Source: an optimization exercise on an open RTL-to-GDS flow (aim: a short achievable clock period and few clock cycles per item). Production flows keep margins and buffers that such runs may drop.
The RTL was checked by simulation tests, not by an equivalence proof against the original design.
No run shown here takes its clock network from TritonCTS; it comes from the design's own scripts or RTL.
No driver is modelled on the clock port, so clock power and skew are understated where the tree is cut down; a real chip needs a root buffer or a tree.
Power figures rest on the tool's default switching activity, not on a simulated workload.

$ cat design.v
package prsld_pkg;
    localparam int FRAME_WIDTH_W = 12;
    localparam int COLUMN_W      = 12;
    localparam int COLOR_W       = 16;
    localparam int ALPHA_W       = 5;
    localparam int PIXEL_W       = ALPHA_W + COLOR_W;
    localparam int RUN_W         = 6;
    localparam int BYTE_W        = 8;
    localparam int INDEX_W       = 8;
    localparam int COL_W         = 13;    
    localparam int REM_W         = 14;    
    localparam logic [FRAME_WIDTH_W-1:0] FRAME_WIDTH_RESET = 12'd1;
    localparam logic [ALPHA_W-1:0]       ALPHA_OPAQUE      = 5'h1F;
    localparam logic [1:0] PH_TOKEN     = 2'd0;
    localparam logic [1:0] PH_RUN_ALPHA = 2'd1;
    localparam logic [1:0] PH_RUN_INDEX = 2'd2;
    localparam logic [1:0] PH_LITERAL   = 2'd3;
endpackage
module prsld_ram #(
    parameter int WIDTH = 16,
    parameter int DEPTH = 256,
    parameter int GROUP = 16
) (
    input  logic                    aclk,
    input  logic                    clr,
    input  logic [DEPTH-1:0]        wsel,
    input  logic [DEPTH-1:0]        sel,
    input  logic [WIDTH-1:0]        wdata,
    output logic [WIDTH-1:0]        rdata
);
    localparam int NG = DEPTH / GROUP;
    logic [DEPTH-1:0][WIDTH-1:0] mem_reg;
    logic [DEPTH-1:0]            valid_reg;
    logic [DEPTH-1:0]            rsel;
    logic [NG-1:0][WIDTH-1:0]    part_d;
    logic [NG-1:0][WIDTH-1:0]    part_q;
    always_ff @(posedge aclk) begin
        for (int i = 0; i < DEPTH; i++) begin
            if (wsel[i]) begin
                mem_reg[i] <= wdata;
            end
            if (clr) begin
                valid_reg[i] <= 1'b0;
            end else if (wsel[i]) begin
                valid_reg[i] <= 1'b1;
            end
        end
    end
    assign rsel = sel & valid_reg;
    always_comb begin
        for (int g = 0; g < NG; g++) begin
            part_d[g] = '0;
            for (int k = 0; k < GROUP; k++) begin
                part_d[g] = part_d[g] | (mem_reg[g*GROUP+k] & {WIDTH{rsel[g*GROUP+k]}});
            end
        end
    end
    always_ff @(posedge aclk) begin
        part_q <= part_d;
    end
    always_comb begin
        rdata = '0;
        for (int g = 0; g < NG; g++) begin
            rdata = rdata | part_q[g];
        end
    end
endmodule
module prsld_palette #(
    parameter int ENTRIES = 256
) (
    input  logic         aclk,
    input  logic         clr,
    input  logic [7:0]   in_byte,
    input  logic [7:0]   in_index,
    input  logic         item_valid,
    input  logic         item_action,
    input  logic [15:0]  item_color,
    output logic [15:0]  rd_color
);
    logic [ENTRIES-1:0] sel_q;
    logic [ENTRIES-1:0] wsel_q;
    logic [15:0]        wd_q;
    logic [15:0]        rdata;
    logic [15:0]        rd_q;
    logic [15:0]        rlo_q, rhi_q, wlo_q, whi_q;
    always_ff @(posedge aclk) begin
        for (int k = 0; k < 16; k++) begin
            rlo_q[k] <= (in_byte[3:0] == 4'(k));
            rhi_q[k] <= (in_byte[7:4] == 4'(k));
            wlo_q[k] <= (in_index[3:0] == 4'(k));
            whi_q[k] <= (in_index[7:4] == 4'(k));
        end
    end
    always_ff @(posedge aclk) begin
        for (int i = 0; i < ENTRIES; i++) begin
            sel_q[i]  <= rhi_q[i / 16] && rlo_q[i % 16];
            wsel_q[i] <= item_valid && !item_action && whi_q[i / 16] && wlo_q[i % 16];
        end
        wd_q  <= item_color;
        rd_q  <= rdata;
    end
    prsld_ram #(
        .WIDTH (16),
        .DEPTH (ENTRIES),
        .GROUP (8)
    ) u_ram (
        .aclk  (aclk),
        .clr   (clr),
        .wsel  (wsel_q),
        .sel   (sel_q),
        .wdata (wd_q),
        .rdata (rdata)
    );
    assign rd_color = rd_q;
endmodule
import prsld_pkg::*;
module prsld_core #(
    parameter int FD = 8
) (
    input  logic                      aclk,
    input  logic                      aresetn,
    input  logic                      cfg_we,
    input  logic [FRAME_WIDTH_W-1:0]  cfg_wdata,
    input  logic                      s_valid,
    output logic                      s_ready,
    input  logic                      s_action,
    input  logic                      s_line_start,
    input  logic [BYTE_W-1:0]         s_data_byte,
    input  logic [INDEX_W-1:0]        s_palette_index,
    input  logic [COLOR_W-1:0]        s_palette_color,
    output logic                      m_valid,
    input  logic                      m_ready,
    output logic                      m_pixel_valid,
    output logic [COLUMN_W-1:0]       m_column,
    output logic [PIXEL_W-1:0]        m_pixel_value,
    output logic                      m_line_done,
    output logic                      m_overrun,
    output logic                      m_last
);
    localparam int PW = $clog2(FD);
    logic                      rst_q;
    logic [FRAME_WIDTH_W-1:0]  fw_q;
    logic                      wchg_q, wchg2_q, wchg3_q;
    logic [FRAME_WIDTH_W-1:0]  w_now;
    logic [FRAME_WIDTH_W-1:0]  weff_q;
    assign w_now = (fw_q == '0) ? FRAME_WIDTH_W'(1) : fw_q;
    always_ff @(posedge aclk) begin
        rst_q  <= !aresetn;
        if (!aresetn) begin
            fw_q    <= FRAME_WIDTH_RESET;
            weff_q  <= FRAME_WIDTH_RESET;
            wchg_q  <= 1'b0;
            wchg2_q <= 1'b0;
            wchg3_q <= 1'b0;
        end else begin
            if (cfg_we) begin
                fw_q <= cfg_wdata;
            end
            weff_q  <= w_now;
            wchg_q  <= cfg_we;
            wchg2_q <= wchg_q;
            wchg3_q <= wchg2_q;
        end
    end
    logic                s_ready_q;
    logic                s0_v;
    logic                s0_act;
    logic                s0_ls;
    logic [BYTE_W-1:0]   s0_b;
    logic [COLOR_W-1:0]  s0_pc;
    logic                s0_byte;
    always_ff @(posedge aclk) begin
        s0_v   <= s_valid && s_ready_q && aresetn;
        s0_act <= s_action;
        s0_ls  <= s_line_start;
        s0_b   <= s_data_byte;
        s0_pc  <= s_palette_color;
    end
    assign s0_byte = s0_v && s0_act;
    logic [COLOR_W-1:0]  pal_color;
    prsld_palette u_palette (
        .aclk        (aclk),
        .clr         (rst_q),
        .in_byte     (s_data_byte),
        .in_index    (s_palette_index),
        .item_valid  (s0_v),
        .item_action (s0_act),
        .item_color  (s0_pc),
        .rd_color    (pal_color)
    );
    logic [1:0]               ph_q, ph_e, ph_d;
    logic [RUN_W-1:0]         n_q, n_e, n_d;
    logic [ALPHA_W-1:0]       al_q, al_e, al_d;
    logic [7:0]               h_q, h_e, hm1_e;
    logic                     bq_q, bq_d;
    logic [5:0]               l_q, l_e, l_d, l_x;
    logic                     hneg_e, hz_e, h1_e;
    logic                     fin_q, fin_e, fin_d;
    logic                     colz_q, colz_e, colz_d;
    logic                     is_skip;
    logic [RUN_W-1:0]         x;
    logic                     borrow, lex;
    logic                     lt, le, rpos;
    logic                     d_pv, d_ov;
    logic [RUN_W-1:0]         d_cnt;
    logic [BYTE_W-1:0]        b;
    logic [COL_W:0]           wmc;
    assign b = s0_b;
    always_comb begin
        ph_e   = ph_q;
        n_e    = n_q;
        al_e   = al_q;
        fin_e  = fin_q;
        colz_e = colz_q;
        h_e    = h_q;
        hm1_e  = h_q - 8'd1;
        l_e    = l_q;
        hneg_e = bq_q ? (h_q[7] || h_q == 8'd0) : h_q[7];
        hz_e   = bq_q ? (h_q == 8'd1) : (h_q == 8'd0);
        h1_e   = bq_q ? (h_q == 8'd2) : (h_q == 8'd1);
    end
    assign is_skip = (b[7:6] == 2'b11);
    always_comb begin
        case (ph_e)
            PH_TOKEN:     x = is_skip ? b[RUN_W-1:0] : '0;
            PH_RUN_INDEX: x = n_e;
            PH_LITERAL:   x = RUN_W'(1);
            default:      x = '0;
        endcase
    end
    logic [5:0]  lsk;
    logic        bor_b, lex_b, bor_n, lex_n, bor_1, lex_1;
    logic [5:0]  lx_b, lx_n, lx_1;
    assign lsk   = l_q;
    assign bor_b = lsk < b[5:0];
    assign lex_b = lsk <= b[5:0];
    assign lx_b  = lsk - b[5:0];
    assign bor_n = l_q < n_q;
    assign lex_n = l_q <= n_q;
    assign lx_n  = l_q - n_q;
    assign bor_1 = (l_q == 6'd0);
    assign lex_1 = (l_q <= 6'd1);
    assign lx_1  = l_q - 6'd1;
    always_comb begin
        case (ph_e)
            PH_RUN_INDEX: begin borrow = bor_n; lex = lex_n; l_x = lx_n; end
            PH_LITERAL:   begin borrow = bor_1; lex = lex_1; l_x = lx_1; end
            default:      begin borrow = bor_b; lex = lex_b; l_x = lx_b; end
        endcase
    end
    assign lt     = hneg_e || (hz_e && borrow);
    assign le     = hneg_e || (hz_e && lex);
    assign rpos   = !hneg_e && !(hz_e && (l_e == '0));
    always_comb begin
        ph_d   = ph_e;
        n_d    = n_e;
        al_d   = al_e;
        bq_d   = 1'b0;
        l_d    = l_e;
        fin_d  = fin_e;
        colz_d = colz_e;
        d_pv   = 1'b0;
        d_cnt  = n_e;
        d_ov   = 1'b0;
        if (!fin_e) begin
            case (ph_e)
                PH_TOKEN: begin
                    case (b[7:6])
                        2'b00: begin
                            if (b[5]) begin
                                al_d = b[ALPHA_W-1:0];
                                n_d  = RUN_W'(1);
                                ph_d = PH_RUN_INDEX;
                            end else if (b[4:0] != '0) begin
                                n_d  = RUN_W'(b[4:0]);
                                ph_d = PH_RUN_ALPHA;
                            end else if (!colz_e) begin
                                fin_d = 1'b1;
                            end
                        end
                        2'b01: begin
                            n_d = b[RUN_W-1:0];
                            if (b[RUN_W-1:0] != '0) begin
                                ph_d = PH_LITERAL;
                            end else begin
                                fin_d = !rpos;
                            end
                        end
                        2'b10: begin
                            n_d  = b[RUN_W-1:0];
                            al_d = ALPHA_OPAQUE;
                            ph_d = PH_RUN_INDEX;
                        end
                        default: begin
                            l_d    = l_x;
                            bq_d   = borrow;
                            colz_d = colz_e && (x == '0);
                            d_ov   = lt;
                            fin_d  = le;
                        end
                    endcase
                end
                PH_RUN_ALPHA: begin
                    al_d = b[ALPHA_W-1:0];
                    ph_d = PH_RUN_INDEX;
                end
                PH_RUN_INDEX: begin
                    ph_d = PH_TOKEN;
                    if (n_e == '0) begin
                        fin_d = !rpos;
                    end else begin
                        l_d    = l_x;
                        bq_d   = borrow;
                        colz_d = 1'b0;
                        d_ov   = lt;
                        fin_d  = le;
                        d_pv   = rpos;
                        d_cnt  = lt ? l_e : n_e;
                    end
                end
                default: begin
                    l_d    = l_x;
                    bq_d   = borrow;
                    colz_d = 1'b0;
                    n_d    = n_e - RUN_W'(1);
                    d_pv   = rpos;
                    d_cnt  = RUN_W'(1);
                    d_ov   = !rpos;
                    if (n_e == RUN_W'(1)) begin
                        ph_d  = PH_TOKEN;
                        fin_d = le;
                    end
                end
            endcase
        end
    end
    logic [COL_W:0] wmc_q;
    always_ff @(posedge aclk) begin
        wmc_q <= wmc;
    end
    assign wmc = {2'b00, weff_q} - {1'b0, colacc_q};
    logic take_ls;
    assign take_ls = s_valid && s_ready_q && aresetn && s_action && s_line_start;
    always_ff @(posedge aclk) begin
        if (take_ls) begin
            ph_q   <= PH_TOKEN;
            n_q    <= '0;
            al_q   <= '0;
            h_q    <= {2'b00, weff_q[11:6]};
            bq_q   <= 1'b0;
            l_q    <= weff_q[5:0];
            fin_q  <= 1'b0;
            colz_q <= 1'b1;
        end else if (rst_q) begin
            ph_q  <= PH_TOKEN;
            fin_q <= 1'b1;
        end else if (s0_byte) begin
            ph_q   <= ph_d;
            n_q    <= n_d;
            al_q   <= al_d;
            h_q    <= bq_q ? hm1_e : h_q;
            bq_q   <= bq_d;
            l_q    <= l_d;
            fin_q  <= fin_d;
            colz_q <= colz_d;
        end else if (wchg3_q) begin
            h_q  <= wmc_q[COL_W:6];
            bq_q <= 1'b0;
            l_q <= wmc_q[5:0];
        end
    end
    localparam int DW = 1 + COLUMN_W + RUN_W + ALPHA_W + 2;
    localparam int EW = DW + COLOR_W;
    logic                 d1_v, d2_v;
    logic                 d1_pv, d1_lit, d1_idx, d1_lt, d1_ld, d1_ov, d1_ls;
    logic                 d1_fin, d1_skip, d1_nz, d1_rpos;
    logic [RUN_W-1:0]     d1_l, d1_n, d1_xc, d2_cnt;
    logic [ALPHA_W-1:0]   d1_al;
    logic [COL_W-1:0]     colacc_q, d1_col0;
    logic [DW-1:0]        d2_q, d3_q;
    logic                 d3_v;
    assign d1_col0 = d1_ls ? '0 : colacc_q;
    assign d1_pv   = !d1_fin && d1_rpos && ((d1_idx && d1_nz) || d1_lit);
    assign d1_ov   = !d1_fin && ((d1_skip && d1_lt) || (d1_idx && d1_nz && d1_lt) || (d1_lit && !d1_rpos));
    assign d2_cnt  = d1_lit ? RUN_W'(1) : (d1_lt ? d1_l : d1_n);
    always_ff @(posedge aclk) begin
        d1_v   <= s0_byte;
        d2_v   <= d1_v && !rst_q;
        d3_v   <= d2_v && !rst_q;
        d3_q   <= d2_q;
        d1_fin  <= fin_e;
        d1_lit  <= (ph_e == PH_LITERAL);
        d1_idx  <= (ph_e == PH_RUN_INDEX);
        d1_skip <= (ph_e == PH_TOKEN) && is_skip;
        d1_nz   <= (n_e != '0);
        d1_rpos <= rpos;
        d1_lt  <= lt;
        d1_l   <= l_e;
        d1_n   <= n_e;
        d1_xc  <= fin_e ? '0 : x;
        d1_ls  <= s0_ls;
        d1_al  <= al_e;
        d1_ld  <= fin_d;
        if (d1_v) begin
            colacc_q <= d1_col0 + COL_W'(d1_xc);
        end
        d2_q <= {d1_pv,
                 d1_pv ? d1_col0[COLUMN_W-1:0] : COLUMN_W'(0),
                 d1_pv ? d2_cnt - RUN_W'(1) : RUN_W'(0),
                 d1_pv ? (d1_lit ? ALPHA_OPAQUE : d1_al) : ALPHA_W'(0),
                 d1_ld,
                 d1_ov};
    end
    logic [EW-1:0]       q_mem [FD];
    logic [PW:0]         wp_q, rp_q;
    logic                q_ne;
    logic [FD-1:0]       wpo_q;
    always_ff @(posedge aclk) begin
        if (rst_q) begin
            wpo_q <= FD'(1);
        end else if (d3_v) begin
            wpo_q <= {wpo_q[FD-2:0], wpo_q[FD-1]};
        end
        for (int k = 0; k < FD; k++) begin
            if (d3_v && wpo_q[k]) begin
                q_mem[k] <= {d3_q, d3_q[DW-1] ? pal_color : COLOR_W'(0)};
            end
        end
    end
    assign q_ne = (wp_q != rp_q);
    logic [PW:0] cnt_q, cnt_next;
    logic        take_byte, pop;
    assign take_byte = s_valid && s_ready_q && aresetn && s_action;
    logic                 mv_q;
    logic                 o_pv;
    logic [COLUMN_W-1:0]  o_col;
    logic [PIXEL_W-1:0]   o_val;
    logic                 o_ld, o_ov, o_last;
    logic [RUN_W-1:0]     left_q;
    logic                 c_ld, c_ov;
    logic                 adv;
    logic [EW-1:0]        h;
    logic                 h_pv, h_ld, h_ov;
    logic [COLUMN_W-1:0]  h_col;
    logic [RUN_W-1:0]     h_left;
    logic [ALPHA_W-1:0]   h_alpha;
    logic [COLOR_W-1:0]   h_color;
    localparam int OW = 1 + COLUMN_W + PIXEL_W + 3;
    logic          xv_q;
    logic          room;
    logic [OW-1:0] rq_mem [4];
    logic [1:0]    rwp_q, rrp_q;
    logic [2:0]    rc_q;
    logic          hand;
    logic [OW-1:0] r_q;
    assign room = (rc_q != 3'd4);
    assign adv  = !xv_q || room;
    assign hand = mv_q && m_ready;
    assign pop = adv && (left_q == '0) && q_ne;
    assign cnt_next = cnt_q + (PW+1)'(take_byte) - (PW+1)'(pop);
    assign h   = q_mem[rp_q[PW-1:0]];
    assign {h_pv, h_col, h_left, h_alpha, h_ld, h_ov, h_color} = h;
    always_ff @(posedge aclk) begin
        if (rst_q) begin
            wp_q      <= '0;
            rp_q      <= '0;
            left_q    <= '0;
            s_ready_q <= !cfg_we && !wchg_q;
            cnt_q     <= (PW+1)'(take_byte);
        end else begin
            if (d3_v && !rst_q) begin
                wp_q <= wp_q + 1'b1;
            end
            s_ready_q <= (cnt_next < FD) && !cfg_we && !wchg_q;
            cnt_q     <= cnt_next;
            if (adv) begin
                if (left_q != '0) begin
                    left_q <= left_q - RUN_W'(1);
                end else if (q_ne) begin
                    left_q <= h_left;
                    rp_q   <= rp_q + 1'b1;
                end
            end
        end
    end
    always_ff @(posedge aclk) begin
        if (rst_q) begin
            xv_q <= 1'b0;
        end else if (adv) begin
            xv_q <= (left_q != '0) || q_ne;
        end
    end
    always_ff @(posedge aclk) begin
        if (xv_q && room) begin
            rq_mem[rwp_q] <= {o_pv, o_col, o_val, o_ld, o_ov, o_last};
        end
        if (rst_q) begin
            rwp_q <= 2'd0;
            rrp_q <= 2'd0;
            rc_q  <= 3'd0;
        end else begin
            if (xv_q && room) begin
                rwp_q <= rwp_q + 2'd1;
            end
            if (hand) begin
                rrp_q <= rrp_q + 2'd1;
            end
            rc_q <= rc_q + 3'(xv_q && room) - 3'(hand);
        end
    end
    always_ff @(posedge aclk) begin
        if (!aresetn || rst_q) begin
            mv_q <= 1'b0;
        end else begin
            mv_q <= rc_q > 3'(hand);
        end
        r_q <= hand ? rq_mem[rrp_q + 2'd1] : rq_mem[rrp_q];
    end
    always_ff @(posedge aclk) begin
        if (adv) begin
            if (left_q != '0) begin
                o_col  <= o_col + COLUMN_W'(1);
                o_last <= (left_q == RUN_W'(1));
                o_ld   <= (left_q == RUN_W'(1)) && c_ld;
                o_ov   <= (left_q == RUN_W'(1)) && c_ov;
            end else begin
                o_pv   <= h_pv;
                o_col  <= h_col;
                o_val  <= {h_alpha, h_color};
                o_last <= (h_left == '0);
                o_ld   <= (h_left == '0) && h_ld;
                o_ov   <= (h_left == '0) && h_ov;
                c_ld   <= h_ld;
                c_ov   <= h_ov;
            end
        end
    end
    assign s_ready = s_ready_q;
    assign m_valid = mv_q;
    assign {m_pixel_valid, m_column, m_pixel_value, m_line_done, m_overrun, m_last} = r_q;
endmodule
import prsld_pkg::*;
module palette_rle_sprite_line_decoder #(
    parameter int PALETTE_ENTRIES = 256,
    parameter int MAX_WIDTH       = 4096
) (
    input  logic                      aclk,
    input  logic                      aresetn,
    input  logic                      cfg_we,
    input  logic [prsld_pkg::FRAME_WIDTH_W-1:0]  cfg_wdata,
    input  logic                      s_valid,
    output logic                      s_ready,
    input  logic                      s_action,
    input  logic                      s_line_start,
    input  logic [prsld_pkg::BYTE_W-1:0]         s_data_byte,
    input  logic [prsld_pkg::INDEX_W-1:0]        s_palette_index,
    input  logic [prsld_pkg::COLOR_W-1:0]        s_palette_color,
    output logic                      m_valid,
    input  logic                      m_ready,
    output logic                      m_pixel_valid,
    output logic [prsld_pkg::COLUMN_W-1:0]       m_column,
    output logic [prsld_pkg::PIXEL_W-1:0]        m_pixel_value,
    output logic                      m_line_done,
    output logic                      m_overrun,
    output logic                      m_last
);
    prsld_core u_core (
        .aclk            (aclk),
        .aresetn         (aresetn),
        .cfg_we          (cfg_we),
        .cfg_wdata       (cfg_wdata),
        .s_valid         (s_valid),
        .s_ready         (s_ready),
        .s_action        (s_action),
        .s_line_start    (s_line_start),
        .s_data_byte     (s_data_byte),
        .s_palette_index (s_palette_index),
        .s_palette_color (s_palette_color),
        .m_valid         (m_valid),
        .m_ready         (m_ready),
        .m_pixel_valid   (m_pixel_valid),
        .m_column        (m_column),
        .m_pixel_value   (m_pixel_value),
        .m_line_done     (m_line_done),
        .m_overrun       (m_overrun),
        .m_last          (m_last)
    );
endmodule
$ cat flow/run.sh
#!/bin/bash
# Standard ORFS layout, except that the clock tree is built by flow/manual_cts.tcl:
# the clock port drives 4 root buffers, each drives mid buffers, each drives leaf
# buffers over compact clusters of registers (all clkbuf_16, 3 buffers to every
# register). Each tool's log stays in orfs/logs; this script's output in flow_run.log.
set -euo pipefail
here=$(pwd)
export MCTS_DIR=$here/flow
export PRE_CTS_TCL=$here/flow/pre_cts.tcl
export MCTS_LEAF_SIZE=22
export MCTS_MID_SIZE=15
export MCTS_ROOTS=4
# every port keeps its buffer, a buf_4 rather than the default pick
export BUFFER_PORTS_ARGS="-buffer_cell sky130_fd_sc_hd__buf_4"
bash standard.sh finish 2>&1 | tee $here/flow_run.log
$ cat flow/manual_cts.tcl
# Manual three-level clock tree: root -> mid buffers -> leaf buffers -> registers.
# Sinks are grouped into compact clusters of about LEAF_SIZE registers by slicing the
# die into columns by x and then chunking each column by y; leaf buffers are grouped
# the same way under mid buffers. Every register sees the same number of buffers.

proc mcts_centroid {pts} {
  set sx 0; set sy 0; set n 0
  foreach p $pts { set sx [expr {$sx + [lindex $p 1]}]; set sy [expr {$sy + [lindex $p 2]}]; incr n }
  return [list [expr {int($sx / $n)}] [expr {int($sy / $n)}]]
}

# pts: list of {id x y}; returns list of clusters (each a list of pts) of about size each.
proc mcts_cluster {pts size} {
  set n [llength $pts]
  set nclu [expr {max(1, int(round(double($n) / $size)))}]
  set ncol [expr {max(1, int(round(sqrt($nclu))))}]
  set sorted [lsort -integer -index 1 $pts]
  set clusters {}
  set per_col [expr {double($n) / $ncol}]
  for {set c 0} {$c < $ncol} {incr c} {
    set a [expr {int(round($c * $per_col))}]
    set b [expr {int(round(($c + 1) * $per_col)) - 1}]
    set col [lsort -integer -index 2 [lrange $sorted $a $b]]
    set m [llength $col]
    set k [expr {max(1, int(round(double($m) / $size)))}]
    set per [expr {double($m) / $k}]
    for {set j 0} {$j < $k} {incr j} {
      set a2 [expr {int(round($j * $per))}]
      set b2 [expr {int(round(($j + 1) * $per)) - 1}]
      # serpentine order keeps neighbouring clusters adjacent
      lappend clusters [lrange $col $a2 $b2]
    }
  }
  return $clusters
}

proc mcts_make_buf {block master name x y in_net} {
  set inst [odb::dbInst_create $block $master $name]
  $inst setLocation $x $y
  $inst setPlacementStatus PLACED
  set net [odb::dbNet_create $block "${name}_net"]
  $net setSigType CLOCK
  [$inst findITerm A] connect $in_net
  [$inst findITerm X] connect $net
  return [list $inst $net]
}

proc manual_clock_tree {args} {
  set leaf_size [expr {[info exists ::env(MCTS_LEAF_SIZE)] ? $::env(MCTS_LEAF_SIZE) : 24}]
  set mid_size  [expr {[info exists ::env(MCTS_MID_SIZE)] ? $::env(MCTS_MID_SIZE) : 14}]
 set nroots    [expr {[info exists ::env(MCTS_ROOTS)] ? $::env(MCTS_ROOTS) : 4}]
  set bufname   [expr {[info exists ::env(MCTS_BUF)] ? $::env(MCTS_BUF) : "sky130_fd_sc_hd__clkbuf_16"}]
  set block [ord::get_db_block]
  set master [[ord::get_db] findMaster $bufname]
  set clk [$block findNet aclk]
  $clk setSigType CLOCK
  set sinks {}
  set i 0
  foreach it [$clk getITerms] {
    set inst [$it getInst]
    set bb [$inst getBBox]
    set x [expr {([$bb xMin] + [$bb xMax]) / 2}]
    set y [expr {([$bb yMin] + [$bb yMax]) / 2}]
    lappend sinks [list $i $x $y]
    set iterm($i) $it
    incr i
  }
  puts "manual_clock_tree: [llength $sinks] sinks"
  set w [$master getWidth]
  set h [$master getHeight]
  # leaves
  set leaves [mcts_cluster $sinks $leaf_size]
  set leafpts {}
  set li 0
  foreach cl $leaves {
    set c [mcts_centroid $cl]
    lappend leafpts [list $li [lindex $c 0] [lindex $c 1]]
    set leafcl($li) $cl
    incr li
  }
  set mids [mcts_cluster $leafpts $mid_size]
  set midpts {}
  set mi 0
  foreach mcl $mids {
    set c [mcts_centroid $mcl]
    lappend midpts [list $mi [lindex $c 0] [lindex $c 1]]
    set midcl($mi) $mcl
    incr mi
  }
  # the port drives up to nroots root buffers directly, each in its own region
  set roots [mcts_cluster $midpts [expr {double([llength $midpts]) / $nroots}]]
  puts "manual_clock_tree: [llength $leaves] leaves, [llength $mids] mid buffers, [llength $roots] roots"
  set ri 0
  foreach rcl $roots {
    set c [mcts_centroid $rcl]
    set root [mcts_make_buf $block $master "mcts_root_$ri" [expr {[lindex $c 0] - $w/2}] [expr {[lindex $c 1] - $h/2}] $clk]
    set root_net [lindex $root 1]
    incr ri
    foreach mp $rcl {
    set mi [lindex $mp 0]
    set mcl $midcl($mi)
    set mid [mcts_make_buf $block $master "mcts_mid_$mi" [expr {[lindex $mp 1] - $w/2}] [expr {[lindex $mp 2] - $h/2}] $root_net]
    set mid_net [lindex $mid 1]
    foreach lp $mcl {
      set lid [lindex $lp 0]
      set leaf [mcts_make_buf $block $master "mcts_leaf_$lid" [expr {[lindex $lp 1] - $w/2}] [expr {[lindex $lp 2] - $h/2}] $mid_net]
      set leaf_net [lindex $leaf 1]
      foreach sp $leafcl($lid) {
        set it $iterm([lindex $sp 0])
        $it disconnect
        $it connect $leaf_net
      }
    }
    }
  }
  global_connect
}
$ cat flow/pre_cts.tcl
# Replaces TritonCTS in ORFS's cts step with the manual three-level tree of
# manual_cts.tcl; the rest of the cts step (placement legalisation, timing repair)
# runs as usual, on the propagated clock.
source $::env(MCTS_DIR)/manual_cts.tcl
rename clock_tree_synthesis __tritoncts_clock_tree_synthesis
proc clock_tree_synthesis {args} {
  puts "clock_tree_synthesis replaced by manual_clock_tree (args ignored: $args)"
  manual_clock_tree
  set_propagated_clock [all_clocks]
}
$ cat standard.sh
#!/bin/bash
# synth_recipe.tcl (not shown) runs the flow's synth.tcl, then flattens the netlist and writes it again
# the make line also repeats each setting of config.mk as NAME=value (left out here)
make -C /OpenROAD-flow-scripts/flow DESIGN_CONFIG=/design/flow/config.mk WORK_HOME=/design/flow/orfs CLKGATE_MAP_FILE= SYNTH_SCRIPT=/design/flow/synth_recipe.tcl "${@:-finish}"
$ cat config.mk
export PLATFORM = sky130hd
export DESIGN_NAME = palette_rle_sprite_line_decoder
export DESIGN_NICKNAME = palette_rle_sprite_line_decoder
export VERILOG_FILES = /design/flow/design.v
export SDC_FILE = /design/flow/constraint.sdc
export NUM_CORES = 4
export LEC_CHECK = 0
export ABC_CLOCK_PERIOD_IN_PS = 2500
export CAP_MARGIN = 20
export CORE_MARGIN = 2
export CORE_UTILIZATION = 55
export SETUP_SLACK_MARGIN = 3.8
export SLEW_MARGIN = 20
$ cat constraint.sdc
create_clock -name core_clock -period 6.0 [get_ports {aclk}]
set_input_delay 1.2000 -clock core_clock [delete_from_list [all_inputs] [get_ports {aclk}]]
set_output_delay 1.2000 -clock core_clock [all_outputs]
set_load 0.01 [all_outputs]
==> results of run 1 <==
-- power by group through the flow --
stage          sequential [mW]  combinational, mW  clock, mW
6_report                  48.0               2.89       21.7
5_1_grt                   48.1               3.14       23.3
4_1_cts                   48.0               2.81       21.9
3_5_place_dp              49.0               2.62          0
3_3_place_gp              48.9               2.57          0
2_1_floorplan             48.8               1.42          0
-- per-layer routing --
layer,routed length [um],GRT usage,vias up
li1,-,-,48210
met1,234200,0.4227,58530
met2,272200,0.4573,5880
met3,55400,0.03946,608
met4,14400,0.07459,12
met5,71,0,-
-- layout make-up --
class	instances	area, sq um	area share
repair buffers	318	3244	0.01429
plain buffers	313	7833	0.03449
diodes	147	367.9	0.001620
multi-input cells	5308	36830	0.1622
well taps	5038	6304	0.02776
inverters	74	309.0	0.001361
flip-flops and latches	6269	172200	0.7583
repair inverters	1	8.758	0.00003856
-- synthesized netlist by cell type, types with 5 or more instances --
| cell type | n | area [sq um] |
|---|---|---|
| o31ai_1 | 5 | 37.54 |
| mux2_2 | 23 | 259.0 |
| dfxtp_1 | 1625 | 32530 |
| a21o_1 | 8 | 60.06 |
| a211oi_1 | 17 | 127.6 |
| and3_1 | 263 | 1645 |
| xnor2_1 | 35 | 306.5 |
| o21ai_1 | 24 | 120.1 |
| a211o_1 | 6 | 52.55 |
| a221oi_1 | 5 | 43.79 |
| nand2b_1 | 26 | 162.7 |
| o22ai_1 | 10 | 62.56 |
| o21a_1 | 13 | 97.59 |
| a222oi_1 | 36 | 360.4 |
| ha_1 | 68 | 850.8 |
| nand3_1 | 29 | 145.1 |
| nor2b_1 | 21 | 131.4 |
| o31a_1 | 5 | 43.79 |
| or2_2 | 18 | 112.6 |
| buf_1 | 10 | 37.54 |
| nand2_1 | 196 | 735.7 |
| a31oi_1 | 24 | 150.1 |
| buf_2 | 19 | 95.09 |
| mux2_1 | 10 | 112.6 |
| clkbuf_1 | 709 | 2661 |
| nor3b_1 | 5 | 37.54 |
| nor2_1 | 729 | 2736 |
| inv_1 | 71 | 266.5 |
| fa_1 | 6 | 120.1 |
| nand4_1 | 557 | 3485 |
| a21oi_1 | 56 | 280.3 |
| xor2_1 | 22 | 192.7 |
| o21ai_0 | 37 | 185.2 |
| mux2i_1 | 24 | 240.2 |
| and2_1 | 561 | 3510 |
| a41oi_1 | 16 | 140.1 |
| a22oi_1 | 2106 | 15810 |
| nor3_1 | 54 | 270.3 |
| mux4_2 | 74 | 1667 |
| o211ai_1 | 19 | 142.6 |
| edfxtp_1 | 4644 | 139500 |
| nor4_1 | 139 | 869.6 |
-- cell families (layout without fill, tap and decap cells) --
kind of cell,count (synthesis),in the layout,synth area share
other cells,0,147,0
compound gates,2423,2423,0.08559
buf+inv,815,706,0.01472
simple gates,2619,2623,0.06645
mux,131,131,0.01080
fa+ha+maj,74,74,0.004604
flops,6269,6269,0.8155
xor+xnor,57,57,0.002367
-- final timing paths --
path,start,end,slack (ps),cells after the start
min,u_core.s0_pc[0]$_DFF_P_,u_core.u_palette.wd_q[0]$_DFF_P_,320,0
min reg2reg,u_core.s0_pc[0]$_DFF_P_,u_core.u_palette.wd_q[0]$_DFF_P_,320,0
max,u_core.s_ready_q$_DFF_P_,s_ready,3590,1
max reg2reg,u_core.rp_q[1]$_SDFFE_PP0P_,u_core.o_ov$_DFFE_PN_,3590,8
-- repair_timing --
item                                    CTS  global route
hold endpoints to repair                  0             0
pin swaps                                39            48
gates cloned                              9             4
gates resized for setup                 196            81
endpoints found under the setup margin  966           470
buffers inserted                         49            23
==> key figures, run 1 <==
Outcome
  – Status: complete, but fails checks
  – Layout Check Fails: antenna violations

Yosys
  – Ys flop type: edfxtp_1
  – Post-synthesis sequential area ratio: 0.8155
  – Async set-reset flop share out of synthesis: 0
  – Post-synthesis cell type count: 77
  – Synth Register Bits: 6269
  – Number of synthesized flops with an enable pin: 4644
  – Mean Syn Cell Area: 17.02 sq um
  – Syn Inst Count: 12390
  – Yosys warns: 4
  – Net Count, Synth: 12510
  – Mapped Area: 210900 sq um

Route
  – Antenna Violating Nets Remaining: 1
  – Via Count: 113200
  – Drt drc: 0
  – Final WL: 576200 um
  – Vias per inst: 6.482
  – Initial DRC count: 16730
  – Pre-Repair DR Iteration Count: 6
  – Wire per inst: 32.99 um

Placed design
  – RD Place Congestion: 0.8416
  – HPWL after DPL: 324300 um
  – Area after DPL: 216800 sq um
  – Port Buf Inserts: 89
  – Dpl ws: 2717 ps
  – DP Cell Count: 16920

Finish
  – Max reg flops: 4096
  – Most frequent cells in the layout: edfxtp_1 (4644), a22oi_1 (2105), dfxtp_1 (1512)
  – Layout area overhead: 7.683%
  – Final Cell Area: 227100 sq um
  – Final nets: 12410
  – Share of cells above drive strength 1: 0.08386
  – Most common library cell in the layout ignoring fill and taps: edfxtp_1
  – Post-route insts no fill: 17470
  – Layout fillers: 27940
  – Post-layout util: 0.5945

Worst setup path
  – Req. time, crit path: 4800 ps
  – Maximum fanout along the worst path: 2
  – Crit path DAT: 1210 ps
  – Crit-path cells: buf_6
  – Setup crit end kind: primary output
  – WS Path Type: flip-flop to primary output
  – Crit path launch type: flip-flop
  – Crit-path leading delay family: flip-flops
  – CP max stage cell: dfxtp_4
  – Crit path largest cell delay: 370 ps
  – Crit path buf inv count: 1

Global routing
  – Largest net degree at the start of global routing: 177
  – Initial antenna violation count: 78
  – Congestion Overflow GR: 0
  – Vias in the first global route: 106200
  – First-pass GRT wire length: 800400 um
  – Aggregate global-route resource usage: 0.2877

Die
  – Initial Util: 0.5521
  – Row cnt: 227
  – Die W: 623.2 um
  – Die ar.: 388400 sq um
  – Core area: 382000 sq um
  – I/O pin cnt: 90
  – Die outline height: 623.2 um

Timing
  – Final worst setup slack: 3592 ps
  – Final-report max-slew violation count: 0
  – Fmax: 0.4154 GHz
  – Setup_tns: 0 ps
  – Final period util: 0.4013
  – Skew final: 49.12 ps
  – Fin crit period: 2408 ps
  – Final hold slack: 315.9 ps
  – Slew at the pin closest to its max-slew limit: 1216 ps
  – Unrepaired setup endpoints after global routing: yes
  – # setup viols final: 0
  – Slew headroom: 0.1891
  – Hold Vio Cnt, Final: 0

Power and ir drop
  – Comb pwr share: 0.040
  – Net Switching: 14.97 mW
  – Internal Power: 57.59 mW
  – Clk pwr share: 0.299
  – Net Sw Frac: 0.2064
  – Reg power frac: 0.662
  – Pwr Total: 72.56 mW
  – Lkg Pwr: 72.82 nW
  – PwrDens: 319.5 nW/um^2
  – Maximum vdd drop: 0.2643 mV

Clock network
  – Clock Latency Late Sink: 740 ps
  – Hold Buf Count CTS: 0
  – Clock-pin slew on the worst setup and hold paths: 90 ps

Flow run
  – Number of max-cap violations: 0

Worst hold path
  – HP Class: flip-flop to flip-flop
Testbench counts, summed over its fixed seeds: cycles 57,079, items 37,997.
==> run 2: changes to the inputs <==
--- a/config.mk
+++ b/config.mk
@@ -9,5 +9,6 @@
 export CAP_MARGIN = 20
 export CORE_MARGIN = 2
-export CORE_UTILIZATION = 55
+export CORE_UTILIZATION = 65
+export PLACE_DENSITY = 0.72
 export SETUP_SLACK_MARGIN = 3.8
 export SLEW_MARGIN = 20
==> run 2 against run 1 <==
  * Now clean on timing, DRC and antenna
  * Final area decreased by 0.37%
  * Synthesized cell count unchanged
  * Global-route usage increased by 3.9 points
  * Register-to-register slack got worse by 96 ps
  * Critical endpoint is now u_core.o_ld$_DFFE_PN_
  * Largest cell class unchanged
==> key figures, run 2 <==
Worst hold path
  – Hold endpoint: u_core.u_palette.wd_q[12]$_DFF_P_
  – Worst hold stages: 0 (unchanged)
  – Hold_sp: u_core.s0_pc[12]$_DFF_P_
  – HP Class: flip-flop to flip-flop

Yosys
  – Post-synthesis cell type count: 77 (unchanged)
  – Post-synthesis compound-gate area fraction: 0.08559 (unchanged)
  – Post-synth top cells: edfxtp_1 (4644), a22oi_1 (2106), dfxtp_1 (1625)
  – Number of synthesized flops with an enable pin: 4644 (unchanged)
  – Count leader, synth: edfxtp_1
  – Ys flop type: edfxtp_1
  – Mean Syn Cell Area: 17.02 sq um (unchanged)
  – Largest cells by area after synthesis: edfxtp_1 (66%), dfxtp_1 (15%), a22oi_1 (7.5%), and2_1 (1.7%), nand4_1 (1.7%)
  – Synth Register Bits: 6269 (unchanged)
  – Yosys top cell by area: edfxtp_1
  – Mapped Area: 210900 sq um (unchanged)
  – Synth Area in XOR/XNOR: 0.002367 (unchanged)
  – Async set-reset flop share out of synthesis: 0 (unchanged)
  – Largest family of logic cells by synthesized area: compound AO/OA/AOI/OAI gates
  – Simple-Gate Fraction of Synth Area: 0.06645 (unchanged)
  – Syn Inst Count: 12390 (unchanged)
  – Post-synthesis sequential area ratio: 0.8155 (unchanged)
  – Net Count, Synth: 12510 (unchanged)
  – Post-synth top area share: 0.6612 (unchanged)
  – Yosys warns: 4 (unchanged)
  – Synth Area in Adders: 0.004604 (unchanged)
  – Mux share of post-synthesis cell area: 0.01080 (unchanged)

Route
  – Initial DRC count: 18120 (+8.3%)
  – Wire per inst: 32.92 um (-0.19%)
  – Pre-Repair DR Iteration Count: 9 (+3)
  – Via Count: 115900 (+2.3%)
  – Drt drc: 0 (unchanged)
  – Antenna Violating Nets Remaining: 0 (-1)
  – Vias per inst: 6.890 (+6.3%)
  – Final WL: 553800 um (-3.9%)

Placed design
  – Port Buf Inserts: 89 (unchanged)
  – RD Place Congestion: 0.8811 (+4.7%)
  – Dpl ws: 2476 ps (-241.3 ps)
  – HPWL after DPL: 314800 um (-2.9%)

Worst setup path
  – Maximum fanout along the worst path: 5 (+3)
  – Crit-path cells: buf_12, buf_16, ha_4, buf_12, a22o_1, a221o_1, o32ai_2, nand3_1, or3_4, o21ai_2
  – Crit path buf inv count: 3 (+2)
  – Crit path largest cell delay: 410 ps (+40 ps)
  – WS Path Type: flip-flop to flip-flop
  – CP dominant cell by count: buf_12
  – Setup crit end kind: flip-flop
  – CP max stage cell: or3_4
  – Reg2reg setup slack: 3500 ps (-100 ps)
  – FF-to-FF End: u_core.o_ld$_DFFE_PN_
  – FF-to-FF Start: u_core.rp_q[2]$_SDFFE_PP0P_
  – Req. time, crit path: 6580 ps (+1780 ps)
  – Crit-path leading delay family: compound AO/OA/AOI/OAI gates
  – Crit path DAT: 3080 ps (+1870 ps)
  – R2r worst-path depth: 10 (+2)
  – Crit path launch type: flip-flop

Timing
  – Slew at the pin closest to its max-slew limit: 1267 ps (+50.45 ps)
  – Fmax: 0.3994 GHz (-3.9%)
  – Setup_tns: 0 ps (unchanged)
  – Fin crit period: 2504 ps (+96.45 ps)
  – Unrepaired setup endpoints after global routing: yes
  – # setup viols final: 0 (unchanged)
  – Hold Vio Cnt, Final: 0 (unchanged)
  – Skew final: 50.58 ps (+1.466 ps)
  – Final-report max-slew violation count: 0 (unchanged)
  – Slew headroom: 0.1485 (-0.04066)
  – Final worst setup slack: 3496 ps (-96.45 ps)
  – Final period util: 0.4173 (+0.01608)

Finish
  – Final nets: 12410 (-0.0081%)
  – Max reg flops: 4096 (unchanged)
  – Share of cells above drive strength 1: 0.08232 (-0.001540)
  – Most common library cell in the layout ignoring fill and taps: edfxtp_1
  – Layout area overhead: 7.280%
  – Most frequent cells in the layout: edfxtp_1 (4644), a22oi_1 (2105), dfxtp_1 (1525)

Die
  – Die ar.: 329000 sq um (-15%)
  – I/O pin cnt: 90 (unchanged)
  – Core area: 323500 sq um (-15%)
  – Row cnt: 209 (-7.9%)
  – Die W: 573.6 um (-8.0%)
  – Die outline height: 573.6 um (-8.0%)
  – Initial Util: 0.6520 (+0.09990)

Outcome
  – Status: timing/DRC/antenna clean

Power and ir drop
  – Maximum vdd drop: 0.2998 mV (+13%)
  – Lkg Pwr: 72.77 nW (about the same)
  – PwrDens: 319.7 nW/um^2 (about the same)

Global routing
  – Vias in the first global route: 108800 (+2.4%)
  – Largest net degree at the start of global routing: 209 (+18%)
  – Initial antenna violation count: 76 (-2.6%)
  – Aggregate global-route resource usage: 0.3265 (+0.03883)
  – First-pass GRT wire length: 776000 um (-3.1%)
  – Congestion Overflow GR: 0 (unchanged)

Clock network
  – Clock Latency Late Sink: 740 ps (about the same)
  – Clock-pin slew on the worst setup and hold paths: 90 ps (about the same)

Flow run
  – Number of max-cap violations: 0 (unchanged)
[run 2: cell count changes in the layout (fill, tap and decap cells not counted), moves of 4 or more]
cell | previous run | this run
buf_8 | 5 | 1
buf_12 | 27 | 31
buf_6 | 63 | 56
nor4_2 | 37 | 28
dfxtp_2 | 78 | 71
dfxtp_4 | 35 | 29
dfxtp_1 | 1512 | 1525
buf_4 | 212 | 218
diode_2 | 147 | 213
o21ai_0 | 28 | 32
nor4_1 | 98 | 106
[run 2: layout make-up]
| class | count | area, sq um |
|---|---|---|
| repair buffers | 319 | 3218 |
| diodes | 213 | 533.0 |
| plain buffers | 313 | 7833 |
| well taps | 4325 | 5411 |
| repair inverters | 1 | 8.758 |
| flip-flops and latches | 6269 | 172200 |
| inverters | 74 | 301.5 |
| multi-input cells | 5306 | 36770 |
| fillers | 20080 | 97220 |
[run 2: through the flow]
step	total power, mW	util	area [sq um]	hold slack [ps]	instances
after detailed placement	51.55	0.6675	215900	311.8	16210
after floorplan	50.17	-	211200	308.9	12390
after CTS	72.29	0.6953	224900	322.2	16570
final	72.34	0.6995	226300	307.9	16820
after global placement	51.43	0.6674	215900	309.4	16200
after global routing	74.09	0.6981	225800	331.4	16650
[run 2: kinds of logic after synthesis]
group / Yosys count
compound gates: 2423
xor+xnor: 57
fa+ha+maj: 74
buf+inv: 815
flops: 6269
mux: 131
simple gates: 2619
[run 2: repair_timing]
action                                  4_1_cts  5_1_grt
hold buffers                                  0        0
endpoints found under the setup margin      828      638
setup buffers                                43       35
gates resized for setup                     185       79
pin swaps                                    41       56
gates cloned                                  5        6
[run 2: how the worst max path moves through the flow]
stage	startpoint	end	cells after the start
final	u_core.rp_q[2]$_SDFFE_PP0P_	u_core.o_ld$_DFFE_PN_	10
after global routing	u_core.rp_q[2]$_SDFFE_PP0P_	u_core.o_ld$_DFFE_PN_	10
after CTS	u_core.rc_q[1]$_SDFF_PP0_	u_core.rq_mem[0][2]$_DFFE_PP_	3
after detailed placement	u_core.rp_q[2]$_SDFFE_PP0P_	u_core.s_ready_q$_DFF_P_	12
after global placement	u_core.rp_q[2]$_SDFFE_PP0P_	u_core.s_ready_q$_DFF_P_	12
after floorplan	m_ready	u_core.rc_q[1]$_SDFF_PP0_	9
[run 2: per-layer routing]
layer  GRT usage  vias to the layer above  wire, um
met1      0.4552                    58790    201800
met2      0.5142                     7717    264700
met4      0.1360                       30     22270
li1            -                    48300         -
met5           0                        -       199
met3     0.06041                     1059     64890
[run 2: power breakdown]
group	total, mW	switching (mW)	internal [mW]
Combinational	2.89	1.79	1.10
Clock	21.5	12.2	9.22
Sequential	48.0	0.751	47.2
==> run 3: changes to the inputs <==
--- a/design.v
+++ b/design.v
@@ -73,6 +73,5 @@
     input  logic [7:0]   in_byte,
     input  logic [7:0]   in_index,
-    input  logic         item_valid,
-    input  logic         item_action,
+    input  logic         in_write,
     input  logic [15:0]  item_color,
     output logic [15:0]  rd_color
@@ -89,5 +88,5 @@
             rhi_q[k] <= (in_byte[7:4] == 4'(k));
             wlo_q[k] <= (in_index[3:0] == 4'(k));
-            whi_q[k] <= (in_index[7:4] == 4'(k));
+            whi_q[k] <= in_write && (in_index[7:4] == 4'(k));
         end
     end
@@ -95,5 +94,5 @@
         for (int i = 0; i < ENTRIES; i++) begin
             sel_q[i]  <= rhi_q[i / 16] && rlo_q[i % 16];
-            wsel_q[i] <= item_valid && !item_action && whi_q[i / 16] && wlo_q[i % 16];
+            wsel_q[i] <= whi_q[i / 16] && wlo_q[i % 16];
         end
         wd_q  <= item_color;
@@ -170,4 +169,5 @@
     logic [COLOR_W-1:0]  s0_pc;
     logic                s0_byte;
+    logic                s0_skip, s0_lo5nz, s0_lo6nz;
     always_ff @(posedge aclk) begin
         s0_v   <= s_valid && s_ready_q && aresetn;
@@ -175,4 +175,7 @@
         s0_ls  <= s_line_start;
         s0_b   <= s_data_byte;
+        s0_skip  <= (s_data_byte[7:6] == 2'b11);
+        s0_lo5nz <= (s_data_byte[4:0] != '0);
+        s0_lo6nz <= (s_data_byte[5:0] != '0);
         s0_pc  <= s_palette_color;
     end
@@ -184,6 +187,5 @@
         .in_byte     (s_data_byte),
         .in_index    (s_palette_index),
-        .item_valid  (s0_v),
-        .item_action (s0_act),
+        .in_write    (s_valid && s_ready_q && aresetn && !s_action),
         .item_color  (s0_pc),
         .rd_color    (pal_color)
@@ -220,5 +222,5 @@
         h1_e   = bq_q ? (h_q == 8'd2) : (h_q == 8'd1);
     end
-    assign is_skip = (b[7:6] == 2'b11);
+    assign is_skip = s0_skip;
     always_comb begin
         case (ph_e)
@@ -272,5 +274,5 @@
                                 n_d  = RUN_W'(1);
                                 ph_d = PH_RUN_INDEX;
-                            end else if (b[4:0] != '0) begin
+                            end else if (s0_lo5nz) begin
                                 n_d  = RUN_W'(b[4:0]);
                                 ph_d = PH_RUN_ALPHA;
@@ -281,5 +283,5 @@
                         2'b01: begin
                             n_d = b[RUN_W-1:0];
-                            if (b[RUN_W-1:0] != '0) begin
+                            if (s0_lo6nz) begin
                                 ph_d = PH_LITERAL;
                             end else begin
--- a/flow/run.sh
+++ b/flow/run.sh
@@ -13,3 +13,6 @@
 # every port keeps its buffer, a buf_4 rather than the default pick
 export BUFFER_PORTS_ARGS="-buffer_cell sky130_fd_sc_hd__buf_4"
+# more antenna repair passes after global and detailed routing than the default 5
+export MAX_REPAIR_ANTENNAS_ITER_GRT=10
+export MAX_REPAIR_ANTENNAS_ITER_DRT=15
 bash standard.sh finish 2>&1 | tee $here/flow_run.log
--- a/config.mk
+++ b/config.mk
@@ -9,6 +9,5 @@
 export CAP_MARGIN = 20
 export CORE_MARGIN = 2
-export CORE_UTILIZATION = 65
-export PLACE_DENSITY = 0.72
-export SETUP_SLACK_MARGIN = 3.8
+export CORE_UTILIZATION = 55
+export SETUP_SLACK_MARGIN = 3.7
 export SLEW_MARGIN = 20
==> run 3 against run 2 <==
  * Power grew 0.23%
  * Synthesized cell count shrank 0.31%
  * Global-route usage shrank 3.8 points
  * Register-to-register slack lost 40 ps
  * First-iteration DRC count shrank 11%
  * Sequential share of layout area shrank 0.15 points
  * Final area grew 0.27%
  * Core utilization shrank 11 points
==> key figures, run 3 <==
Outcome
  – Status: timing/DRC/antenna clean

Finish
  – Post-route insts no fill: 17520 (+4.2%)
  – Post-layout util: 0.5939 (-0.1056)
  – Most common library cell in the layout ignoring fill and taps: edfxtp_1
  – Most frequent cells in the layout: edfxtp_1 (4644), a22oi_1 (2118), dfxtp_1 (1522)
  – FF/Latch Area: 172300 sq um (about the same)
  – Max reg flops: 4096 (unchanged)
  – Layout fillers: 28000 (+39%)
  – Multi-input combinational cell area: 36630 sq um (-0.38%)
  – Layout area overhead: 7.622%
  – Share of cells above drive strength 1: 0.07938 (-0.002936)
  – Final nets: 12370 (-0.30%)

Route
  – Drt drc: 0 (unchanged)
  – Via Count: 112800 (-2.7%)
  – Initial DRC count: 16180 (-11%)
  – Pre-Repair DR Iteration Count: 9 (unchanged)
  – Wire per inst: 32.91 um (about the same)
  – Final WL: 576600 um (+4.1%)
  – Antenna Violating Nets Remaining: 0 (unchanged)
  – Vias per inst: 6.438 (-6.6%)

Clock network
  – Clock Latency Late Sink: 750 ps (about the same)
  – Hold Buf Count CTS: 0 (unchanged)
  – Clock-pin slew on the worst setup and hold paths: 90 ps (about the same)

Yosys
  – Ys flop type: edfxtp_1
  – Post-synthesis sequential area ratio: 0.8162 (about the same)
  – Post-synth top area share: 0.6616 (about the same)
  – Mean Syn Cell Area: 17.07 sq um (+0.26%)
  – Yosys top cell by area: edfxtp_1
  – Yosys warns: 4 (unchanged)
  – Net Count, Synth: 12470 (-0.31%)
  – Post-synth top cells: edfxtp_1 (4644), a22oi_1 (2119), dfxtp_1 (1628)
  – Number of synthesized flops with an enable pin: 4644 (unchanged)
  – Async set-reset flop share out of synthesis: 0 (unchanged)
  – Largest cells by area after synthesis: edfxtp_1 (66%), dfxtp_1 (15%), a22oi_1 (7.5%), and2_1 (2.4%), nand4_1 (1.7%)
  – Post-synthesis cell type count: 76 (-1.3%)
  – Count leader, synth: edfxtp_1
  – Mapped Area: 210800 sq um (about the same)
  – Syn Inst Count: 12350 (-0.31%)
  – Synth Register Bits: 6272 (+0.048%)

Timing
  – Fmax: 0.3934 GHz (-1.5%)
  – Fin crit period: 2542 ps (+38.20 ps)
  – Final hold slack: 322.0 ps (+14.05 ps)
  – Unrepaired setup endpoints after global routing: yes
  – Setup_tns: 0 ps (unchanged)
  – Final period util: 0.4237 (+0.006367)
  – Skew final: 48.29 ps (-2.292 ps)
  – Slew headroom: 0.09860 (-0.04987)
  – Final-report max-slew violation count: 0 (unchanged)
  – Slew at the pin closest to its max-slew limit: 1340 ps (+73.00 ps)
  – Final worst setup slack: 3458 ps (-38.20 ps)
  – Hold Vio Cnt, Final: 0 (unchanged)
  – # setup viols final: 0 (unchanged)

Power and ir drop
  – PwrDens: 319.6 nW/um^2 (about the same)
  – Maximum vdd drop: 0.2436 mV (-19%)
  – Lkg Pwr: 71.68 nW (-1.5%)

Die
  – Die ar.: 388200 sq um (+18%)
  – Initial Util: 0.5518 (-0.1002)
  – Die W: 623.1 um (+8.6%)
  – Die outline height: 623.1 um (+8.6%)
  – Core area: 382000 sq um (+18%)
  – Row cnt: 227 (+8.6%)
  – I/O pin cnt: 90 (unchanged)

Worst setup path
  – FF-to-FF End: u_core.o_ld$_DFFE_PN_
  – Reg2reg setup slack: 3460 ps (-40 ps)
  – Maximum fanout along the worst path: 5 (unchanged)
  – Crit path from: u_core.rp_q[0]$_SDFFE_PP0P_
  – Capture point of the critical path: u_core.o_ld$_DFFE_PN_
  – Setup crit end kind: flip-flop
  – Crit path DAT: 3150 ps (+70 ps)
  – Crit path launch type: flip-flop
  – FF-to-FF Start: u_core.rp_q[0]$_SDFFE_PP0P_
  – WS Path Type: flip-flop to flip-flop
  – R2r worst-path depth: 9 (-1)
  – Req. time, crit path: 6610 ps (+30 ps)

Worst hold path
  – Worst hold stages: 0 (unchanged)
  – HP Class: flip-flop to flip-flop

Placed design
  – Dpl ws: 2486 ps (+10.28 ps)
  – Port Buf Inserts: 89 (unchanged)
  – RD Place Congestion: 0.8613 (-2.2%)
  – DP Cell Count: 16890 (+4.2%)
  – HPWL after DPL: 328200 um (+4.2%)

Global routing
  – Vias in the first global route: 105600 (-2.9%)
  – First-pass GRT wire length: 801100 um (+3.2%)
  – Largest net degree at the start of global routing: 177 (-15%)
  – Aggregate global-route resource usage: 0.2883 (-0.03818)
  – Congestion Overflow GR: 0 (unchanged)
  – Initial antenna violation count: 69 (-9.2%)

Flow run
  – Number of max-cap violations: 0 (unchanged)
[run 3: cell count changes after synthesis, sizes merged, moves of 6 or more]
cell	previous run	this run
or3	4	11
inv	73	79
clkbuf	709	679
and2	562	818
a31oi	24	14
nand2	196	189
o22ai	10	4
and3	263	6
nand3	29	18
mux2	33	18
a22oi	2106	2119
nor3	56	50
a21oi	57	65
[run 3: power breakdown]
group          leakage [nW]  total [mW]  internal, mW  switching [mW]
logic                  12.8        2.72          1.07            1.65
registers              55.0        48.1          47.2           0.885
clock network          3.86        21.7          9.23            12.4
total                  71.7        72.5          57.5            15.0
[run 3: how the worst min path moves through the flow]
stage,from,end,slack [ps]
2_1_floorplan,u_core.s0_pc[0]$_DFF_P_,u_core.u_palette.wd_q[0]$_DFF_P_,310
3_3_place_gp,u_core.s0_pc[14]$_DFF_P_,u_core.u_palette.wd_q[14]$_DFF_P_,310
3_5_place_dp,u_core.s0_pc[0]$_DFF_P_,u_core.u_palette.wd_q[0]$_DFF_P_,310
4_1_cts,u_core.s0_ls$_DFF_P_,u_core.d1_ls$_DFF_P_,320
5_1_grt,u_core.s0_ls$_DFF_P_,u_core.d1_ls$_DFF_P_,330
6_report,u_core.d2_q[8]$_SDFF_PN0_,u_core.d3_q[8]$_DFF_P_,320
[run 3: logic make-up (layout without fill, tap and decap cells)]
kind of cell,after synthesis,after routing,share of synthesized area
DFF,6272,6272,0.8162
and+or+nand+nor,2609,2612,0.06645
AOI/OAI and AO/OA,2426,2426,0.08595
buffers and inverters,791,684,0.01424
muxes,121,121,0.01025
adders and majority gates,74,74,0.004606
xor gates and xnor gates,56,56,0.002327
other,0,240,0
[run 3: worst max-delay path: stages (launching register included)]
cell,delay (ps)
dfxtp_4,400
ha_4,190
ha_4,190
buf_6,140
a22o_1,200
a221o_1,270
o32ai_2,260
nand4_1,200
or3b_4,450
o21ai_2,110
[run 3: timing repair]
action	4_1_cts	5_1_grt
setup buffers	46	26
pin swaps	32	45
gates cloned	4	3
hold endpoints to repair	0	0
setup endpoints to repair	297	426
resized for setup	160	78
[run 3: area by class of cell]
class	count	share of cell area
plain buffers	313	0.03453
flip-flops and latches	6272	0.7595
multi-input cells	5289	0.1615
repair buffers	292	0.01257
inverters	79	0.001456
diodes	240	0.002647
well taps	5038	0.02779
[run 3: per-layer routing]
layer	global-route usage	part of all wire
met1	0.4196	0.40
met4	0.08280	0.027
met5	0	0.000021
met2	0.4632	0.48
met3	0.03451	0.093
[run 3: through the flow]
step,power (mW),instance area (sq um)
6_report,72.51,226900
5_1_grt,74.43,226400
4_1_cts,72.64,225500
3_5_place_dp,51.55,216700
3_3_place_gp,51.46,216700
2_1_floorplan,50.05,211100
Testbench counts of run 3, summed over its fixed seeds: cycles 57,079, items 37,997.
==> run 4: changes to the inputs <==
--- a/config.mk
+++ b/config.mk
@@ -9,5 +9,6 @@
 export CAP_MARGIN = 20
 export CORE_MARGIN = 2
-export CORE_UTILIZATION = 55
-export SETUP_SLACK_MARGIN = 3.7
+export CORE_UTILIZATION = 65
+export PLACE_DENSITY = 0.72
+export SETUP_SLACK_MARGIN = 3.8
 export SLEW_MARGIN = 20
==> run 4 against run 3 <==
  * Sequential cell count is the same
  * Setup slack got worse by 8.0 ps
  * Via count is 1.6% higher
  * Area after synthesis unchanged
  * Highest routed layer unchanged
==> key figures, run 4 <==
Global routing
  – First-pass GRT wire length: 766300 um (-4.3%)
  – Aggregate global-route resource usage: 0.3212 (+0.03285)
  – Congestion Overflow GR: 0 (unchanged)
  – Vias in the first global route: 108100 (+2.4%)
  – Initial antenna violation count: 72 (+4.3%)
  – Largest net degree at the start of global routing: 189 (+6.8%)

Yosys
  – Mean Syn Cell Area: 17.07 sq um (unchanged)
  – Post-synthesis sequential area ratio: 0.8162 (unchanged)
  – Synth Register Bits: 6272 (unchanged)
  – Number of synthesized flops with an enable pin: 4644 (unchanged)
  – Net Count, Synth: 12470 (unchanged)
  – Ys flop type: edfxtp_1
  – Syn Inst Count: 12350 (unchanged)
  – Yosys top cell by area: edfxtp_1
  – Post-synth top area share: 0.6616 (unchanged)
  – Async set-reset flop share out of synthesis: 0 (unchanged)
  – Post-synthesis cell type count: 76 (unchanged)
  – Post-synth top cells: edfxtp_1 (4644), a22oi_1 (2119), dfxtp_1 (1628)
  – Yosys warns: 4 (unchanged)
  – Mapped Area: 210800 sq um (unchanged)
  – Count leader, synth: edfxtp_1
  – Largest cells by area after synthesis: edfxtp_1 (66%), dfxtp_1 (15%), a22oi_1 (7.5%), and2_1 (2.4%), nand4_1 (1.7%)

Worst setup path
  – CP dominant cell by count: buf_12
  – Maximum fanout along the worst path: 5 (unchanged)
  – WS Path Type: flip-flop to flip-flop
  – Setup crit end kind: flip-flop
  – Crit path buf inv count: 3 (+2)
  – Crit-path cells: inv_4, ha_4, buf_12, and2_4, buf_12, a221o_1, o32ai_2, nand4_1, or3b_4, o21ai_2
  – CP max stage cell: or3b_4
  – Reg2reg setup slack: 3450 ps (about the same)
  – Crit-path leading delay family: simple AND/OR/NAND/NOR gates
  – Crit path DAT: 3140 ps (about the same)
  – Req. time, crit path: 6590 ps (-20 ps)
  – Crit path launch type: flip-flop
  – Crit path largest cell delay: 420 ps (-30 ps)

Finish
  – Layout fillers: 20210 (-28%)
  – Multi-input combinational cell area: 37010 sq um (+1.0%)
  – Final Cell Area: 226100 sq um (-0.35%)
  – Most common library cell in the layout ignoring fill and taps: edfxtp_1
  – Post-layout util: 0.6989 (+0.1050)
  – Final nets: 12380 (+0.048%)
  – Layout area overhead: 7.251%
  – FF/Latch Area: 172200 sq um (about the same)
  – Max reg flops: 4096 (unchanged)
  – Most frequent cells in the layout: edfxtp_1 (4644), a22oi_1 (2117), dfxtp_1 (1525)
  – Share of cells above drive strength 1: 0.08293 (+0.003553)

Placed design
  – HPWL after DPL: 308500 um (-6.0%)
  – Dpl ws: 2281 ps (-205.6 ps)
  – Area after DPL: 215800 sq um (-0.43%)
  – RD Place Congestion: 0.8807 (+2.3%)
  – Port Buf Inserts: 89 (unchanged)

Timing
  – Unrepaired setup endpoints after global routing: yes
  – Final period util: 0.4250 (+0.001340)
  – Fin crit period: 2550 ps (+8.040 ps)
  – Setup_tns: 0 ps (unchanged)
  – Final hold slack: 325.1 ps (+3.093 ps)
  – Skew final: 56.48 ps (+8.193 ps)
  – Slew at the pin closest to its max-slew limit: 1253 ps (-86.75 ps)
  – Slew headroom: 0.1647 (+0.06607)
  – Hold Vio Cnt, Final: 0 (unchanged)
  – # setup viols final: 0 (unchanged)
  – Fmax: 0.3921 GHz (-0.32%)
  – Final worst setup slack: 3450 ps (-8.040 ps)
  – Final-report max-slew violation count: 0 (unchanged)

Route
  – Antenna Violating Nets Remaining: 0 (unchanged)
  – Drt drc: 0 (unchanged)
  – Initial DRC count: 18320 (+13%)
  – Vias per inst: 6.853 (+6.4%)
  – Pre-Repair DR Iteration Count: 8 (-1)
  – Wire per inst: 32.48 um (-1.3%)
  – Final WL: 543300 um (-5.8%)
  – Via Count: 114600 (+1.6%)

Die
  – Row cnt: 209 (-7.9%)
  – Core area: 323500 sq um (-15%)
  – Die outline height: 573.5 um (-8.0%)
  – Die ar.: 328900 sq um (-15%)
  – Die W: 573.5 um (-8.0%)
  – Initial Util: 0.6516 (+0.09985)
  – I/O pin cnt: 90 (unchanged)

Clock network
  – Clock Latency Late Sink: 740 ps (about the same)
  – Clock-pin slew on the worst setup and hold paths: 90 ps (about the same)

Power and ir drop
  – PwrDens: 319.5 nW/um^2 (about the same)
  – Maximum vdd drop: 0.2788 mV (+14%)
  – Lkg Pwr: 71.83 nW (+0.22%)

Flow run
  – Number of max-cap violations: 0 (unchanged)

Worst hold path
  – HP Class: flip-flop to flip-flop

Outcome
  – Status: timing/DRC/antenna clean
## run 4: cell families after synthesis
family | after synthesis | synth area share
DFF | 6272 | 0.8162
and+or+nand+nor | 2609 | 0.06645
AOI/OAI and AO/OA | 2426 | 0.08595
buffers and inverters | 791 | 0.01424
muxes | 121 | 0.01025
adders and majority gates | 74 | 0.004606
xor gates and xnor gates | 56 | 0.002327
## run 4: layer usage
metal	vias to the layer above	GRT usage	share of wire
li1	47880	-	-
met1	58080	0.4717	0.37
met2	7720	0.4978	0.47
met3	949	0.05285	0.12
met4	14	0.1076	0.037
met5	-	0	0.00017
## run 4: worst paths after layout
| path | startpoint | end | cells after the start |
|---|---|---|---|
| worst max register to register | u_core.rp_q[1]$_SDFFE_PP0P_ | u_core.o_ld$_DFFE_PN_ | 10 |
| worst min-delay path | u_core.s0_pc[7]$_DFF_P_ | u_core.u_palette.wd_q[7]$_DFF_P_ | 0 |
| worst max-delay path | u_core.rp_q[1]$_SDFFE_PP0P_ | u_core.o_ld$_DFFE_PN_ | 10 |
| worst min register to register | u_core.s0_pc[7]$_DFF_P_ | u_core.u_palette.wd_q[7]$_DFF_P_ | 0 |
## run 4: area by class of cell
class | count | share of cell area
Sequential cell | 6272 | 0.7618
Multi-Input combinational cell | 5291 | 0.1637
Buffer | 313 | 0.03465
Tap cell | 4325 | 0.02394
Timing Repair Buffer | 296 | 0.01275
Antenna cell | 152 | 0.001682
Inverter | 79 | 0.001450
## run 4: report_power, final
| part | internal (mW) | switching [mW] | total [mW] |
|---|---|---|---|
| Sequential | 47.2 | 0.727 | 48.0 |
| Clock | 9.23 | 12.2 | 21.4 |
| Combinational | 1.15 | 1.70 | 2.85 |
## run 4: per-stage QoR
stage          total power [mW]  cells
2_1_floorplan             50.06  12350
4_1_cts                   72.12  16540
3_3_place_gp              51.22  16170
6_report                  72.22  16730
5_1_grt                   74.00  16600
3_5_place_dp              51.34  16170
## run 4: timing repair
| item | 4_1_cts | 5_1_grt |
|---|---|---|
| resized for setup | 189 | 125 |
| hold buffers | 0 | 0 |
| endpoints found under the setup margin | 559 | 948 |
| gates cloned | 3 | 6 |
| pin swaps | 37 | 45 |
| setup buffers | 52 | 30 |
## run 4: worst register-to-register path, cell delays in order, from the launching register on
cell and delay [ps]:
dfxtp_4 410, inv_4 60, ha_4 180, buf_12 130
and2_4 160, buf_12 130, a221o_1 340, o32ai_2 280
nand4_1 190, or3b_4 420, o21ai_2 110

-- port drivers added, routing unchanged --
The flow's constraints put no driver on any port. The routed layouts listed below were extracted and timed again, unchanged, in two steps. Step 1 assumes that a clkbuf_16 drives the clock port and a buf_2 every other input. Step 2 also shifts input and output timing later by t, the mid clock arrival at the registers, as if the neighbouring blocks saw the same clock. Slacks: no drivers / after step 1 / after step 2; pairs: no drivers / after step 1.
| run | t, ns | setup WS [ns] | worst setup path at the end | worst register clock-pin slew, ns | worst data-port slew with drivers (ns) |
|---|---|---|---|---|---|
| run 1 | 0.963 | 3.592 / 3.345 / 3.123 | input to register | 0.09 / 0.09 | 0.25 |
| run 2 | 0.966 | 3.496 / 3.325 / 3.144 | input to register | 0.09 / 0.09 | 0.16 |
| run 3 | 0.972 | 3.458 / 3.320 / 3.019 | input to register | 0.09 / 0.09 | 0.30 |
| run 4 | 0.957 | 3.450 / 3.350 / 3.162 | input to register | 0.09 / 0.09 | 0.27 |
For run 1, which loses most, drivers alone change the setup slack by -0.247 ns; drivers and shift together by -0.469 ns.
